Background: an optimization exercise with open tools, aiming at small area, a short achievable clock period and few clock cycles per item. Do not read the settings as production practice. The RTL was checked by simulation tests, not by an equivalence proof against the original design. Power figures rest on the tool's default switching activity, not on a simulated workload.

==> design.v <==
`default_nettype none
package wosr_pkg;
  localparam int PHASE_BITS       = 24;
  localparam int SINE_TABLE_DEPTH = 1024;
  localparam int MIX_BITS         = 24;
  localparam int MIX_SUM_BITS     = MIX_BITS + 2;
  localparam int FIELD_BITS  = 24;
  localparam int SAMPLE_BITS = 16;
  localparam int WAVE_BITS   = SAMPLE_BITS + 1;
  localparam int MUL_A_BITS = 2 * WAVE_BITS;
  localparam int MUL_B_BITS = SAMPLE_BITS + 1;
  localparam int MUL_P_BITS = MUL_A_BITS + MUL_B_BITS;
  localparam logic [15:0] UNITY     = 16'd32768;
  localparam logic [15:0] RAMP_STEP = 16'd819;
  localparam logic [1:0] REG_WAVEFORM   = 2'd0;
  localparam logic [1:0] REG_PHASE_STEP = 2'd1;
  localparam logic [1:0] REG_GAIN       = 2'd2;
  localparam logic [1:0] WAVE_SINE     = 2'd0;
  localparam logic [1:0] WAVE_SAW      = 2'd1;
  localparam logic [1:0] WAVE_SQUARE   = 2'd2;
  localparam logic [1:0] WAVE_TRIANGLE = 2'd3;
  typedef struct packed {
    logic signed [FIELD_BITS-1:0] left_in;
    logic signed [FIELD_BITS-1:0] right_in;
    logic                         block_start;
    logic                         soft_start;
    logic                         soft_stop;
  } in_item_t;
  typedef struct packed {
    logic signed [FIELD_BITS-1:0]  left_out;
    logic signed [FIELD_BITS-1:0]  right_out;
    logic signed [SAMPLE_BITS-1:0] wave_sample;
  } out_item_t;
  typedef struct packed {
    logic                         load;
    logic signed [MUL_A_BITS-1:0] a;
    logic signed [MUL_B_BITS-1:0] b;
  } mul_req_t;
endpackage
`default_nettype wire
`default_nettype none
module wosr_wave (
  input  wire logic                                 clk,
  input  wire logic                                 load,
  input  wire logic [wosr_pkg::PHASE_BITS-1:0]      phase,
  input  wire logic [1:0]                           waveform,
  output logic signed [wosr_pkg::WAVE_BITS-1:0]     wave
);
  localparam int IDX_BITS  = $clog2(wosr_pkg::SINE_TABLE_DEPTH);
  localparam int QTR_BITS  = IDX_BITS - 2;
  localparam int QTR_DEPTH = wosr_pkg::SINE_TABLE_DEPTH / 4;
  localparam logic [wosr_pkg::PHASE_BITS-1:0] HALF_PHASE = {1'b1, {(wosr_pkg::PHASE_BITS-1){1'b0}}};
  localparam int WB = wosr_pkg::WAVE_BITS;
  localparam logic [15:0] UNITY = wosr_pkg::UNITY;
  localparam logic [15:0] SINE_PEAK = 16'd32768;
  logic [wosr_pkg::PHASE_BITS+IDX_BITS-1:0] idx_scaled;
  logic [wosr_pkg::PHASE_BITS+15:0]         top_scaled;
  logic [IDX_BITS-1:0]            sidx;
  logic [1:0]                     quad;
  logic [QTR_BITS:0]              qidx;
  logic [15:0]                    qval;
  logic [15:0]                    f16;
  logic signed [wosr_pkg::WAVE_BITS:0]      tri_offset;
  logic signed [wosr_pkg::WAVE_BITS:0]      tri_mag;
  logic signed [wosr_pkg::WAVE_BITS:0]      wide_val;
  logic signed [wosr_pkg::WAVE_BITS-1:0]    wave_sel;
  logic [15:0]                    rom_val;
  always_comb begin
    unique case (qidx[QTR_BITS-1:0])
      8'd0: rom_val = 16'd0;
      8'd1: rom_val = 16'd201;
      8'd2: rom_val = 16'd402;
      8'd3: rom_val = 16'd603;
      8'd4: rom_val = 16'd804;
      8'd5: rom_val = 16'd1005;
      8'd6: rom_val = 16'd1206;
      8'd7: rom_val = 16'd1407;
      8'd8: rom_val = 16'd1608;
      8'd9: rom_val = 16'd1809;
      8'd10: rom_val = 16'd2009;
      8'd11: rom_val = 16'd2210;
      8'd12: rom_val = 16'd2411;
      8'd13: rom_val = 16'd2611;
      8'd14: rom_val = 16'd2811;
      8'd15: rom_val = 16'd3012;
      8'd16: rom_val = 16'd3212;
      8'd17: rom_val = 16'd3412;
      8'd18: rom_val = 16'd3612;
      8'd19: rom_val = 16'd3812;
      8'd20: rom_val = 16'd4011;
      8'd21: rom_val = 16'd4211;
      8'd22: rom_val = 16'd4410;
      8'd23: rom_val = 16'd4609;
      8'd24: rom_val = 16'd4808;
      8'd25: rom_val = 16'd5007;
      8'd26: rom_val = 16'd5205;
      8'd27: rom_val = 16'd5404;
      8'd28: rom_val = 16'd5602;
      8'd29: rom_val = 16'd5800;
      8'd30: rom_val = 16'd5998;
      8'd31: rom_val = 16'd6195;
      8'd32: rom_val = 16'd6393;
      8'd33: rom_val = 16'd6590;
      8'd34: rom_val = 16'd6787;
      8'd35: rom_val = 16'd6983;
      8'd36: rom_val = 16'd7180;
      8'd37: rom_val = 16'd7376;
      8'd38: rom_val = 16'd7571;
      8'd39: rom_val = 16'd7767;
      8'd40: rom_val = 16'd7962;
      8'd41: rom_val = 16'd8157;
      8'd42: rom_val = 16'd8351;
      8'd43: rom_val = 16'd8546;
      8'd44: rom_val = 16'd8740;
      8'd45: rom_val = 16'd8933;
      8'd46: rom_val = 16'd9127;
      8'd47: rom_val = 16'd9319;
      8'd48: rom_val = 16'd9512;
      8'd49: rom_val = 16'd9704;
      8'd50: rom_val = 16'd9896;
      8'd51: rom_val = 16'd10088;
      8'd52: rom_val = 16'd10279;
      8'd53: rom_val = 16'd10469;
      8'd54: rom_val = 16'd10660;
      8'd55: rom_val = 16'd10850;
      8'd56: rom_val = 16'd11039;
      8'd57: rom_val = 16'd11228;
      8'd58: rom_val = 16'd11417;
      8'd59: rom_val = 16'd11605;
      8'd60: rom_val = 16'd11793;
      8'd61: rom_val = 16'd11980;
      8'd62: rom_val = 16'd12167;
      8'd63: rom_val = 16'd12354;
      8'd64: rom_val = 16'd12540;
      8'd65: rom_val = 16'd12725;
      8'd66: rom_val = 16'd12910;
      8'd67: rom_val = 16'd13095;
      8'd68: rom_val = 16'd13279;
      8'd69: rom_val = 16'd13463;
      8'd70: rom_val = 16'd13646;
      8'd71: rom_val = 16'd13828;
      8'd72: rom_val = 16'd14010;
      8'd73: rom_val = 16'd14192;
      8'd74: rom_val = 16'd14373;
      8'd75: rom_val = 16'd14553;
      8'd76: rom_val = 16'd14733;
      8'd77: rom_val = 16'd14912;
      8'd78: rom_val = 16'd15091;
      8'd79: rom_val = 16'd15269;
      8'd80: rom_val = 16'd15447;
      8'd81: rom_val = 16'd15624;
      8'd82: rom_val = 16'd15800;
      8'd83: rom_val = 16'd15976;
      8'd84: rom_val = 16'd16151;
      8'd85: rom_val = 16'd16326;
      8'd86: rom_val = 16'd16500;
      8'd87: rom_val = 16'd16673;
      8'd88: rom_val = 16'd16846;
      8'd89: rom_val = 16'd17018;
      8'd90: rom_val = 16'd17190;
      8'd91: rom_val = 16'd17361;
      8'd92: rom_val = 16'd17531;
      8'd93: rom_val = 16'd17700;
      8'd94: rom_val = 16'd17869;
      8'd95: rom_val = 16'd18037;
      8'd96: rom_val = 16'd18205;
      8'd97: rom_val = 16'd18372;
      8'd98: rom_val = 16'd18538;
      8'd99: rom_val = 16'd18703;
      8'd100: rom_val = 16'd18868;
      8'd101: rom_val = 16'd19032;
      8'd102: rom_val = 16'd19195;
      8'd103: rom_val = 16'd19358;
      8'd104: rom_val = 16'd19520;
      8'd105: rom_val = 16'd19681;
      8'd106: rom_val = 16'd19841;
      8'd107: rom_val = 16'd20001;
      8'd108: rom_val = 16'd20160;
      8'd109: rom_val = 16'd20318;
      8'd110: rom_val = 16'd20475;
      8'd111: rom_val = 16'd20632;
      8'd112: rom_val = 16'd20788;
      8'd113: rom_val = 16'd20943;
      8'd114: rom_val = 16'd21097;
      8'd115: rom_val = 16'd21251;
      8'd116: rom_val = 16'd21403;
      8'd117: rom_val = 16'd21555;
      8'd118: rom_val = 16'd21706;
      8'd119: rom_val = 16'd21856;
      8'd120: rom_val = 16'd22006;
      8'd121: rom_val = 16'd22154;
      8'd122: rom_val = 16'd22302;
      8'd123: rom_val = 16'd22449;
      8'd124: rom_val = 16'd22595;
      8'd125: rom_val = 16'd22740;
      8'd126: rom_val = 16'd22884;
      8'd127: rom_val = 16'd23028;
      8'd128: rom_val = 16'd23170;
      8'd129: rom_val = 16'd23312;
      8'd130: rom_val = 16'd23453;
      8'd131: rom_val = 16'd23593;
      8'd132: rom_val = 16'd23732;
      8'd133: rom_val = 16'd23870;
      8'd134: rom_val = 16'd24008;
      8'd135: rom_val = 16'd24144;
      8'd136: rom_val = 16'd24279;
      8'd137: rom_val = 16'd24414;
      8'd138: rom_val = 16'd24548;
      8'd139: rom_val = 16'd24680;
      8'd140: rom_val = 16'd24812;
      8'd141: rom_val = 16'd24943;
      8'd142: rom_val = 16'd25073;
      8'd143: rom_val = 16'd25202;
      8'd144: rom_val = 16'd25330;
      8'd145: rom_val = 16'd25457;
      8'd146: rom_val = 16'd25583;
      8'd147: rom_val = 16'd25708;
      8'd148: rom_val = 16'd25833;
      8'd149: rom_val = 16'd25956;
      8'd150: rom_val = 16'd26078;
      8'd151: rom_val = 16'd26199;
      8'd152: rom_val = 16'd26320;
      8'd153: rom_val = 16'd26439;
      8'd154: rom_val = 16'd26557;
      8'd155: rom_val = 16'd26674;
      8'd156: rom_val = 16'd26791;
      8'd157: rom_val = 16'd26906;
      8'd158: rom_val = 16'd27020;
      8'd159: rom_val = 16'd27133;
      8'd160: rom_val = 16'd27246;
      8'd161: rom_val = 16'd27357;
      8'd162: rom_val = 16'd27467;
      8'd163: rom_val = 16'd27576;
      8'd164: rom_val = 16'd27684;
      8'd165: rom_val = 16'd27791;
      8'd166: rom_val = 16'd27897;
      8'd167: rom_val = 16'd28002;
      8'd168: rom_val = 16'd28106;
      8'd169: rom_val = 16'd28209;
      8'd170: rom_val = 16'd28311;
      8'd171: rom_val = 16'd28411;
      8'd172: rom_val = 16'd28511;
      8'd173: rom_val = 16'd28610;
      8'd174: rom_val = 16'd28707;
      8'd175: rom_val = 16'd28803;
      8'd176: rom_val = 16'd28899;
      8'd177: rom_val = 16'd28993;
      8'd178: rom_val = 16'd29086;
      8'd179: rom_val = 16'd29178;
      8'd180: rom_val = 16'd29269;
      8'd181: rom_val = 16'd29359;
      8'd182: rom_val = 16'd29448;
      8'd183: rom_val = 16'd29535;
      8'd184: rom_val = 16'd29622;
      8'd185: rom_val = 16'd29707;
      8'd186: rom_val = 16'd29792;
      8'd187: rom_val = 16'd29875;
      8'd188: rom_val = 16'd29957;
      8'd189: rom_val = 16'd30038;
      8'd190: rom_val = 16'd30118;
      8'd191: rom_val = 16'd30196;
      8'd192: rom_val = 16'd30274;
      8'd193: rom_val = 16'd30350;
      8'd194: rom_val = 16'd30425;
      8'd195: rom_val = 16'd30499;
      8'd196: rom_val = 16'd30572;
      8'd197: rom_val = 16'd30644;
      8'd198: rom_val = 16'd30715;
      8'd199: rom_val = 16'd30784;
      8'd200: rom_val = 16'd30853;
      8'd201: rom_val = 16'd30920;
      8'd202: rom_val = 16'd30986;
      8'd203: rom_val = 16'd31050;
      8'd204: rom_val = 16'd31114;
      8'd205: rom_val = 16'd31177;
      8'd206: rom_val = 16'd31238;
      8'd207: rom_val = 16'd31298;
      8'd208: rom_val = 16'd31357;
      8'd209: rom_val = 16'd31415;
      8'd210: rom_val = 16'd31471;
      8'd211: rom_val = 16'd31527;
      8'd212: rom_val = 16'd31581;
      8'd213: rom_val = 16'd31634;
      8'd214: rom_val = 16'd31686;
      8'd215: rom_val = 16'd31737;
      8'd216: rom_val = 16'd31786;
      8'd217: rom_val = 16'd31834;
      8'd218: rom_val = 16'd31881;
      8'd219: rom_val = 16'd31927;
      8'd220: rom_val = 16'd31972;
      8'd221: rom_val = 16'd32015;
      8'd222: rom_val = 16'd32058;
      8'd223: rom_val = 16'd32099;
      8'd224: rom_val = 16'd32138;
      8'd225: rom_val = 16'd32177;
      8'd226: rom_val = 16'd32214;
      8'd227: rom_val = 16'd32251;
      8'd228: rom_val = 16'd32286;
      8'd229: rom_val = 16'd32319;
      8'd230: rom_val = 16'd32352;
      8'd231: rom_val = 16'd32383;
      8'd232: rom_val = 16'd32413;
      8'd233: rom_val = 16'd32442;
      8'd234: rom_val = 16'd32470;
      8'd235: rom_val = 16'd32496;
      8'd236: rom_val = 16'd32522;
      8'd237: rom_val = 16'd32546;
      8'd238: rom_val = 16'd32568;
      8'd239: rom_val = 16'd32590;
      8'd240: rom_val = 16'd32610;
      8'd241: rom_val = 16'd32629;
      8'd242: rom_val = 16'd32647;
      8'd243: rom_val = 16'd32664;
      8'd244: rom_val = 16'd32679;
      8'd245: rom_val = 16'd32693;
      8'd246: rom_val = 16'd32706;
      8'd247: rom_val = 16'd32718;
      8'd248: rom_val = 16'd32729;
      8'd249: rom_val = 16'd32738;
      8'd250: rom_val = 16'd32746;
      8'd251: rom_val = 16'd32753;
      8'd252: rom_val = 16'd32758;
      8'd253: rom_val = 16'd32762;
      8'd254: rom_val = 16'd32766;
      8'd255: rom_val = 16'd32767;
      default: rom_val = 16'd0;
    endcase
  end
  always_comb begin
    idx_scaled = {phase, {IDX_BITS{1'b0}}};
    top_scaled = {phase, 16'd0};
    sidx       = idx_scaled[wosr_pkg::PHASE_BITS+IDX_BITS-1 -: IDX_BITS];
    f16        = top_scaled[wosr_pkg::PHASE_BITS+15 -: 16];
    quad       = sidx[IDX_BITS-1 -: 2];
    qidx       = quad[0] ? (QTR_BITS+1)'(QTR_DEPTH) - {1'b0, sidx[QTR_BITS-1:0]}
                         : {1'b0, sidx[QTR_BITS-1:0]};
    qval       = qidx[QTR_BITS] ? SINE_PEAK : rom_val;
    tri_offset = $signed({2'b00, f16}) - $signed((WB+1)'(UNITY));
    tri_mag    = tri_offset[wosr_pkg::WAVE_BITS] ? -tri_offset : tri_offset;
  end
  always_comb begin
    wide_val = '0;
    unique case (waveform)
      wosr_pkg::WAVE_SINE: begin
        wide_val = quad[1] ? -$signed({2'b00, qval}) : $signed({2'b00, qval});
      end
      wosr_pkg::WAVE_SAW: begin
        wide_val = $signed((WB+1)'(UNITY)) - $signed({2'b00, f16});
      end
      wosr_pkg::WAVE_SQUARE: begin
        wide_val = (phase <= HALF_PHASE) ? $signed((WB+1)'(UNITY))
                                         : -$signed((WB+1)'(UNITY));
      end
      wosr_pkg::WAVE_TRIANGLE: begin
        wide_val = (tri_mag <<< 1) - $signed((WB+1)'(UNITY));
      end
      default: wide_val = '0;
    endcase
    wave_sel = wide_val[wosr_pkg::WAVE_BITS-1:0];
  end
  always_ff @(posedge clk) begin
    if (load) begin
      wave <= wave_sel;
    end
  end
endmodule
`default_nettype wire
`default_nettype none
module wosr_mul (
  input  wire logic                                  clk,
  input  wire logic                                  load,
  input  wire logic signed [wosr_pkg::MUL_A_BITS-1:0] a,
  input  wire logic signed [wosr_pkg::MUL_B_BITS-1:0] b,
  output logic signed [wosr_pkg::MUL_P_BITS-1:0]     prod
);
  localparam int P_BITS = wosr_pkg::MUL_P_BITS;
  logic signed [P_BITS-1:0] prod_next;
  always_comb begin
    prod_next = P_BITS'(a) * P_BITS'(b);
  end
  always_ff @(posedge clk) begin
    if (load) begin
      prod <= prod_next;
    end
  end
endmodule
`default_nettype wire
`default_nettype none
module waveform_oscillator_soft_ramp_core (
  input  wire logic                 clk,
  input  wire logic                 rst,
  input  wire logic                 in_valid,
  output logic                      in_ready,
  input  wire logic signed [23:0]   in_left,
  input  wire logic signed [23:0]   in_right,
  input  wire logic                 in_block_start,
  input  wire logic                 in_soft_start,
  input  wire logic                 in_soft_stop,
  output logic                      out_valid,
  input  wire logic                 out_ready,
  output logic signed [23:0]        out_left,
  output logic signed [23:0]        out_right,
  output logic signed [15:0]        out_wave,
  input  wire logic                 cfg_valid,
  output logic                      cfg_ready,
  input  wire logic [1:0]           cfg_index,
  input  wire logic [wosr_pkg::FIELD_BITS-1:0] cfg_data
);
  typedef enum logic [2:0] {
    ST_IDLE, ST_WAVE, ST_MUL1, ST_MUL2, ST_SCALE, ST_MIXL, ST_MIXR
  } state_t;
  typedef enum logic [1:0] {
    RAMP_NONE, RAMP_UP, RAMP_DOWN
  } ramp_t;
  localparam int A_BITS  = wosr_pkg::MUL_A_BITS;
  localparam int P_BITS  = wosr_pkg::MUL_P_BITS;
  localparam int S_BITS  = wosr_pkg::MIX_SUM_BITS;
  localparam int M_BITS  = wosr_pkg::MIX_BITS;
  localparam int F_BITS  = wosr_pkg::FIELD_BITS;
  localparam int PH_BITS = wosr_pkg::PHASE_BITS;
  localparam int Q_SHIFT = 30;
  localparam logic signed [wosr_pkg::MUL_P_BITS:0] ROUND_HALF =
    (P_BITS+1)'(64'sd1 <<< (Q_SHIFT - 1));
  localparam logic signed [wosr_pkg::MUL_P_BITS:0] SAMPLE_MAX = (P_BITS+1)'(32767);
  localparam logic signed [wosr_pkg::MUL_P_BITS:0] SAMPLE_MIN = -52'sd32768;
  localparam logic signed [wosr_pkg::MIX_SUM_BITS-1:0] MIX_MAX =
    S_BITS'((64'sd1 <<< (wosr_pkg::MIX_BITS - 1)) - 64'sd1);
  localparam logic signed [wosr_pkg::MIX_SUM_BITS-1:0] MIX_MIN = -MIX_MAX - S_BITS'(1);
  localparam logic signed [17:0] STEP_S = 18'($unsigned(wosr_pkg::RAMP_STEP));
  state_t                         state;
  ramp_t                          ramp_dir;
  logic [1:0]                     waveform;
  logic [wosr_pkg::FIELD_BITS-1:0]          phase_step;
  logic [15:0]                    gain;
  logic [wosr_pkg::PHASE_BITS-1:0]          phase;
  logic [15:0]                    damping;
  logic [15:0]                    damping_next;
  logic [15:0]                    ramp_target;
  logic signed [wosr_pkg::FIELD_BITS-1:0]   left_in;
  logic signed [wosr_pkg::FIELD_BITS-1:0]   right_in;
  logic signed [wosr_pkg::FIELD_BITS-1:0]   left_sum;
  logic signed [wosr_pkg::SAMPLE_BITS-1:0]  scaled;
  logic signed [wosr_pkg::SAMPLE_BITS-1:0]  scaled_next;
  logic signed [wosr_pkg::WAVE_BITS-1:0]    wave;
  logic signed [wosr_pkg::MUL_P_BITS-1:0]   prod;
  logic                           mul_load;
  logic signed [wosr_pkg::MUL_A_BITS-1:0] mul_a;
  logic signed [wosr_pkg::MUL_B_BITS-1:0] mul_b;
  logic signed [wosr_pkg::MUL_P_BITS:0]     rnd_sum;
  logic signed [wosr_pkg::MUL_P_BITS:0]     rnd_q;
  logic signed [17:0]             ramp_rem;
  logic signed [17:0]             ramp_nd;
  logic [wosr_pkg::FIELD_BITS-1:0]          mix_sel;
  logic signed [wosr_pkg::MIX_BITS-1:0]     mix_word;
  logic signed [wosr_pkg::MIX_SUM_BITS-1:0] mix_add;
  logic signed [wosr_pkg::MIX_SUM_BITS-1:0] mix_sum;
  logic signed [wosr_pkg::MIX_SUM_BITS-1:0] mix_sat;
  logic signed [wosr_pkg::FIELD_BITS-1:0]   mix_res;
  logic                           out_free;
  assign in_ready  = (state == ST_IDLE);
  assign cfg_ready = 1'b1;
  assign out_free  = !out_valid || out_ready;
  wosr_wave u_wave (
    .clk      (clk),
    .load     (state == ST_WAVE),
    .phase    (phase),
    .waveform (waveform),
    .wave     (wave)
  );
  always_comb begin
    mul_load = (state == ST_MUL1) || (state == ST_MUL2);
    mul_a    = A_BITS'(wave);
    mul_b    = $signed({1'b0, damping});
    if (state == ST_MUL2) begin
      mul_a = prod[A_BITS-1:0];
      mul_b = $signed({1'b0, gain});
    end
  end
  wosr_mul u_mul (
    .clk  (clk),
    .load (mul_load),
    .a    (mul_a),
    .b    (mul_b),
    .prod (prod)
  );
  always_comb begin
    rnd_sum = (P_BITS+1)'(prod) + ROUND_HALF;
    rnd_q   = rnd_sum >>> Q_SHIFT;
    priority if (rnd_q > SAMPLE_MAX) begin
      scaled_next = 16'sh7fff;
    end else if (rnd_q < SAMPLE_MIN) begin
      scaled_next = -16'sh7fff - 16'sh0001;
    end else begin
      scaled_next = rnd_q[wosr_pkg::SAMPLE_BITS-1:0];
    end
  end
  always_comb begin
    ramp_rem     = $signed({2'b00, ramp_target}) - $signed({2'b00, damping});
    ramp_nd      = (ramp_dir == RAMP_UP) ? $signed({2'b00, damping}) + STEP_S
                                         : $signed({2'b00, damping}) - STEP_S;
    damping_next = damping;
    if ((ramp_rem >= STEP_S || ramp_rem <= -STEP_S) &&
        (ramp_dir == RAMP_UP || ramp_dir == RAMP_DOWN)) begin
      priority if (ramp_nd < 18'sd0) begin
        damping_next = 16'd0;
      end else if (ramp_nd > 18'sd65535) begin
        damping_next = 16'hffff;
      end else begin
        damping_next = ramp_nd[15:0];
      end
    end
  end
  always_comb begin
    mix_sel  = (state == ST_MIXL) ? $unsigned(left_in) : $unsigned(right_in);
    mix_word = M_BITS'(mix_sel);
    mix_add  = S_BITS'(scaled) <<< (wosr_pkg::MIX_BITS - wosr_pkg::SAMPLE_BITS);
    mix_sum  = S_BITS'(mix_word) + mix_add;
    priority if (mix_sum > MIX_MAX) begin
      mix_sat = MIX_MAX;
    end else if (mix_sum < MIX_MIN) begin
      mix_sat = MIX_MIN;
    end else begin
      mix_sat = mix_sum;
    end
    mix_res = F_BITS'(mix_sat);
  end
  always_ff @(posedge clk) begin
    if (rst) begin
      state       <= ST_IDLE;
      out_valid   <= 1'b0;
      waveform    <= wosr_pkg::WAVE_SINE;
      phase_step  <= F_BITS'(153919);
      gain        <= wosr_pkg::UNITY;
      phase       <= '0;
      damping     <= wosr_pkg::UNITY;
      ramp_dir    <= RAMP_NONE;
      ramp_target <= wosr_pkg::UNITY;
    end else begin
      if (state == ST_MIXR && out_free) begin
        out_valid <= 1'b1;
      end else if (out_ready) begin
        out_valid <= 1'b0;
      end
      if (cfg_valid && cfg_ready) begin
        unique case (cfg_index)
          wosr_pkg::REG_WAVEFORM:   waveform   <= cfg_data[1:0];
          wosr_pkg::REG_PHASE_STEP: phase_step <= cfg_data;
          wosr_pkg::REG_GAIN:       gain       <= cfg_data[15:0];
          default: ;
        endcase
      end
      unique case (state)
        ST_IDLE: begin
          if (in_valid) begin
            left_in  <= in_left;
            right_in <= in_right;
            if (in_block_start) begin
              ramp_target <= in_soft_stop ? 16'd0 : wosr_pkg::UNITY;
              damping     <= in_soft_start ? 16'd0 : wosr_pkg::UNITY;
              ramp_dir    <= in_soft_start ? RAMP_UP :
                             (in_soft_stop ? RAMP_DOWN : RAMP_NONE);
            end
            state <= ST_WAVE;
          end
        end
        ST_WAVE:  state <= ST_MUL1;
        ST_MUL1:  state <= ST_MUL2;
        ST_MUL2:  state <= ST_SCALE;
        ST_SCALE: begin
          scaled  <= scaled_next;
          damping <= damping_next;
          phase   <= phase + PH_BITS'(phase_step);
          state   <= ST_MIXL;
        end
        ST_MIXL: begin
          left_sum <= mix_res;
          state    <= ST_MIXR;
        end
        ST_MIXR: begin
          if (out_free) begin
            out_left <= left_sum;
            out_right <= mix_res;
            out_wave <= scaled;
            state                <= ST_IDLE;
          end
        end
        default: state <= ST_IDLE;
      endcase
    end
  end
endmodule
`default_nettype wire
==> run.sh <==
#!/bin/bash
# synth_recipe.tcl (not shown) runs the flow's synth.tcl, then flattens the netlist and writes it again
# the make line also repeats each setting of config.mk as NAME=value (left out here)
make -C /OpenROAD-flow-scripts/flow DESIGN_CONFIG=/design/flow/config.mk WORK_HOME=/design/flow/orfs CLKGATE_MAP_FILE= SYNTH_SCRIPT=/design/flow/synth_recipe.tcl finish
==> config.mk <==
export PLATFORM = sky130hd
export DESIGN_NAME = waveform_oscillator_soft_ramp_core
export DESIGN_NICKNAME = waveform_oscillator_soft_ramp_core
export VERILOG_FILES = /design/flow/design.v
export SDC_FILE = /design/flow/constraint.sdc
export NUM_CORES = 4
export LEC_CHECK = 0
export CAP_MARGIN = 20
export CORE_MARGIN = 2
export CORE_UTILIZATION = 40
export SLEW_MARGIN = 20
==> constraint.sdc <==
create_clock -name core_clock -period 12.0 [get_ports {clk}]
set_input_delay 2.4000 -clock core_clock [delete_from_list [all_inputs] [get_ports {clk}]]
set_output_delay 2.4000 -clock core_clock [all_outputs]
set_load 0.01 [all_outputs]
==> results.json <==
{
  "yosys_warnings": 3,
  "io_pins": 149,
  "rsz0062_at_grt": "no",
  "synth_edf_count": 220,
  "numCtsBuffers": 35,
  "drive_gt1_share_pct": 5.37,
  "ys_top_cells_by_area": "fa_1 (26%), edfxtp_1 (17%), inv_1 (6.4%)",
  "antenna_found_initial": 0,
  "n_fill_cell": 9688,
  "min-delay-path-class": "flip-flop to flip-flop",
  "grt_pass1_wl_um": 197000,
  "row_count": 115,
  "place_ws_ps": 1950,
  "nNetsFinal": 5298,
  "synth.avg_cell_area_um2": 8.71,
  "critical_path.max_fanout": 65,
  "initialDrtViolationCount": 3337,
  "fmaxAchievable_ghz": 0.0990,
  "status": "complete, no violations",
  "p_clk_share_pct": 23.6,
  "sw_frac_of_total_pct": 41.0,
  "power_frac_comb_pct": 48.2,
  "dpl_cell_area_um2": 42000,
  "fp.dieH_um": 319,
  "critPathTopFamily": "adder cells",
  "core_region_area_um2": 98300,
  "viasPerCell": 5.68,
  "grt_pass1_vias": 33015,
  "dieArea_um2": 102000,
  "cts-root-buf": "clkbuf_16",
  "min_period_over_period_pct": 84.2,
  "powerDensity_nw_per_um2": 111,
  "setup_viol": 0,
  "postLayoutSetupSlackWorst_ps": 1900,
  "dp_hpwl_um": 94700,
  "io_buffers": 147,
  "cts_tree": "done",
  "worst_hold_slack_ps": 418,
  "seq_power_share_pct": 28.2,
  "cp-end-kind": "flip-flop",
  "ant_nets": 0,
  "cts_setup_buffers": 0,
  "worst_slew_pin_slew_ps": 1130,
  "area_growth_pct": 9.01,
  "syn-cell-area_um2": 39600,
  "finalSetupTns_ps": 0,
  "synth-async-reset-ratio_pct": 0,
  "synth_seq_cells": 309,
  "synth_cells": 4545,
  "clock_latency_ps": 590,
  "gp_congestion": 0.969,
  "yosysUniqueCellTypes": 98,
  "grt_remaining_overflow": 0,
  "yosysTopAreaCellShare_pct": 26.2,
  "grt_usage_pct": 24.8,
  "skew_ps": 39.7,
  "p_sw_mw": 1.97,
  "synth_seq_area_share_pct": 21.2,
  "max_cap_violations": 0,
  "first_pass_iters": 8,
  "slew_viol_final": 0,
  "path_common_cell": "fa_1",
  "design_area_um2": 43200,
  "ys.flop_type": "edfxtp_1",
  "layout.cells.non_filler": 5828,
  "placed_cells": 5764,
  "critical_path_required_ps": 12330,
  "critical_path_class": "flip-flop to flip-flop",
  "grt_max_degree": 77,
  "drc": 0,
  "finalPower_mw": 4.79,
  "clock_sinks": 309,
  "cts_hold_buf": 0,
  "post_cts_resized": 0,
  "worst_path_max_delay_cell": "and2_4",
  "synth_top_area_cell": "fa_1",
  "startpoint_type": "flip-flop",
  "critPathBufInv": 4,
  "fin_crit_ps": 10100,
  "vias": 33090,
  "syn_nets": 5329,
  "critPathArrivalTime_ps": 10440,
  "internal-power_mw": 2.82,
  "relSlewSlack_pct": 24.2,
  "die_w_um": 319,
  "cts.htree.levels": 2,
  "post-route-util_pct": 43.9,
  "hold_violations": 0,
  "avgRoutedWirePerCell_um": 21.4,
  "clock_path_buffers": 3,
  "clk_pin_slew_ps": 60,
  "initial_core_util_pct": 40.3,
  "cp_slowest_stage_delay_ps": 890,
  "ir_worst_vdd_v": 0.0000838,
  "wl_um": 125000,
  "power.leakage_nw": 18.5
}
==> routing by layer <==
metal | track usage [%] | routed length, µm | up-vias
li1 | - | - | 15018
met1 | 34.5 | 53600 | 16329
met2 | 39.3 | 56200 | 1497
met3 | 4.36 | 10600 | 246
met4 | 8.13 | 4440 | 0
met5 | 0 | 0 | -
==> kinds of logic after synthesis <==
kind of cell | count (synthesis) | synth area share, %
compound gates | 926 | 15.2
xor+xnor | 150 | 3.41
fa+ha+maj | 703 | 32.1
buf+inv | 961 | 9.76
flops | 309 | 21.2
mux | 102 | 2.75
other cells | 1 | 0.00947
simple gates | 1393 | 15.6
==> layout make-up <==
cell class	count	area (µm²)	area share, %
multi-input cells	3275	27400	63.6
diodes	1	2.50	0.00580
well taps	1287	1610	3.73
repair buffers	218	2000	4.63
clock inverters	20	233	0.539
clock buffers	43	948	2.20
flip-flops and latches	309	8390	19.4
inverters	675	2530	5.87
==> registers in the layout (all words and copies together) (netlist names), 16 cells and up <==
register     cells
left_sum        24
u_wave.wave     17
left_in         24
phase_step      24
gain            16
out_left        24
damping         16
out_wave        16
u_mul.prod      51
phase           24
scaled          16
out_right       24
right_in        24
==> power groups by stage <==
| stage | sequential (mW) | combinational, mW | clock (mW) |
|---|---|---|---|
| 2_1_floorplan | 1.34 | 1.69 | 0 |
| 3_3_place_gp | 1.37 | 2.27 | 0 |
| 3_5_place_dp | 1.37 | 2.29 | 0 |
| 4_1_cts | 1.35 | 2.31 | 1.15 |
| 5_1_grt | 1.35 | 2.63 | 1.19 |
| 6_report | 1.35 | 2.31 | 1.13 |
==> Yosys cell counts (all sizes together) (14+ instances only) <==
master,n
a21o,72
xnor2,105
xor2,45
nand3,89
o31ai,29
a31oi,37
a31o,17
edfxtp,220
and3,26
inv,674
clkbuf,182
and2,14
o21bai,14
o211ai,48
mux2i,57
nor3,68
or3,22
mux2,45
nand2,623
nand4,17
o221ai,14
a211oi,48
nor4,14
nand2b,48
a311oi,14
fa,519
o22ai,18
a21oi,287
dfxtp,89
ha,183
buf,104
o21ai,181
nor2,373
nor2b,30
==> layout by cell type (no fill, tap or decap), types with 45 or more instances in the layout <==
master / n
nor3_1: 64
dfxtp_1: 85
buf_4: 71
xnor2_1: 103
nand3_1: 89
a21o_1: 72
clkdlybuf4s50_1: 146
xor2_1: 45
ha_1: 183
o21ai_0: 176
nand2_1: 623
mux2i_1: 51
o211ai_1: 48
nand2b_1: 48
a21oi_1: 283
a211oi_1: 47
edfxtp_1: 220
mux2_2: 45
inv_1: 671
fa_1: 519
nor2_1: 371
==> worst register-to-register path, stage by stage (launching register included) <==
cell     delay [ps]
dfxtp_1         520
nor2b_4         200
buf_4           620
and2_4          900
buf_4           590
mux2i_1         840
nor2_1          220
ha_1            290
fa_1            480
fa_1            570
fa_1            450
fa_1            580
inv_1            60
fa_1            540
inv_1            40
ha_1            350
a21o_1          180
a21o_1          170
a21oi_1         280
o21ai_0         210
nor4_1          480
o31a_1          360
o21ai_0         210
a41oi_1         330
o21ai_0         130
a21oi_1         190
xnor2_1          80
==> worst paths after layout <==
kind                          to  cells past startpoint  slack, ps   startpoint
setup reg to reg  u_mul.prod[49]                     26       1900     state[1]
hold reg to reg      out_left[0]                      0        420  left_sum[0]
hold / removal       out_left[0]                      0        420  left_sum[0]
setup / recovery  u_mul.prod[49]                     26       1900     state[1]
Testbench counts, summed over its fixed seeds: cycles 57,376, items 8,192.

-- re-timing with driven ports --
How much do the figures lean on ideal ports? The routed layout below was timed once more, with nothing changed but the port constraints. Step 1, drivers: a clkbuf_16 drives clk and a buf_2 each remaining input, both assumed. Step 2 adds t to the input delays and takes it off the output delays; t is the mean of the earliest and latest rising clock arrival at the registers after step 1. Input paths then give back, and output paths get back, about the clock's delay inside the block. Three values: no drivers, after step 1, after step 2; two values: the first two.
t, ns: 0.635
setup slack, ns: 1.899 / 1.899 / 1.899
clock arrival spread, ns: 0.040 / 0.040
worst register clock-pin slew, ns: 0.07 / 0.07
After both steps this run still meets setup and hold. For this run, drivers alone change the setup slack by 0.000 ns; drivers and shift together by 0.000 ns.
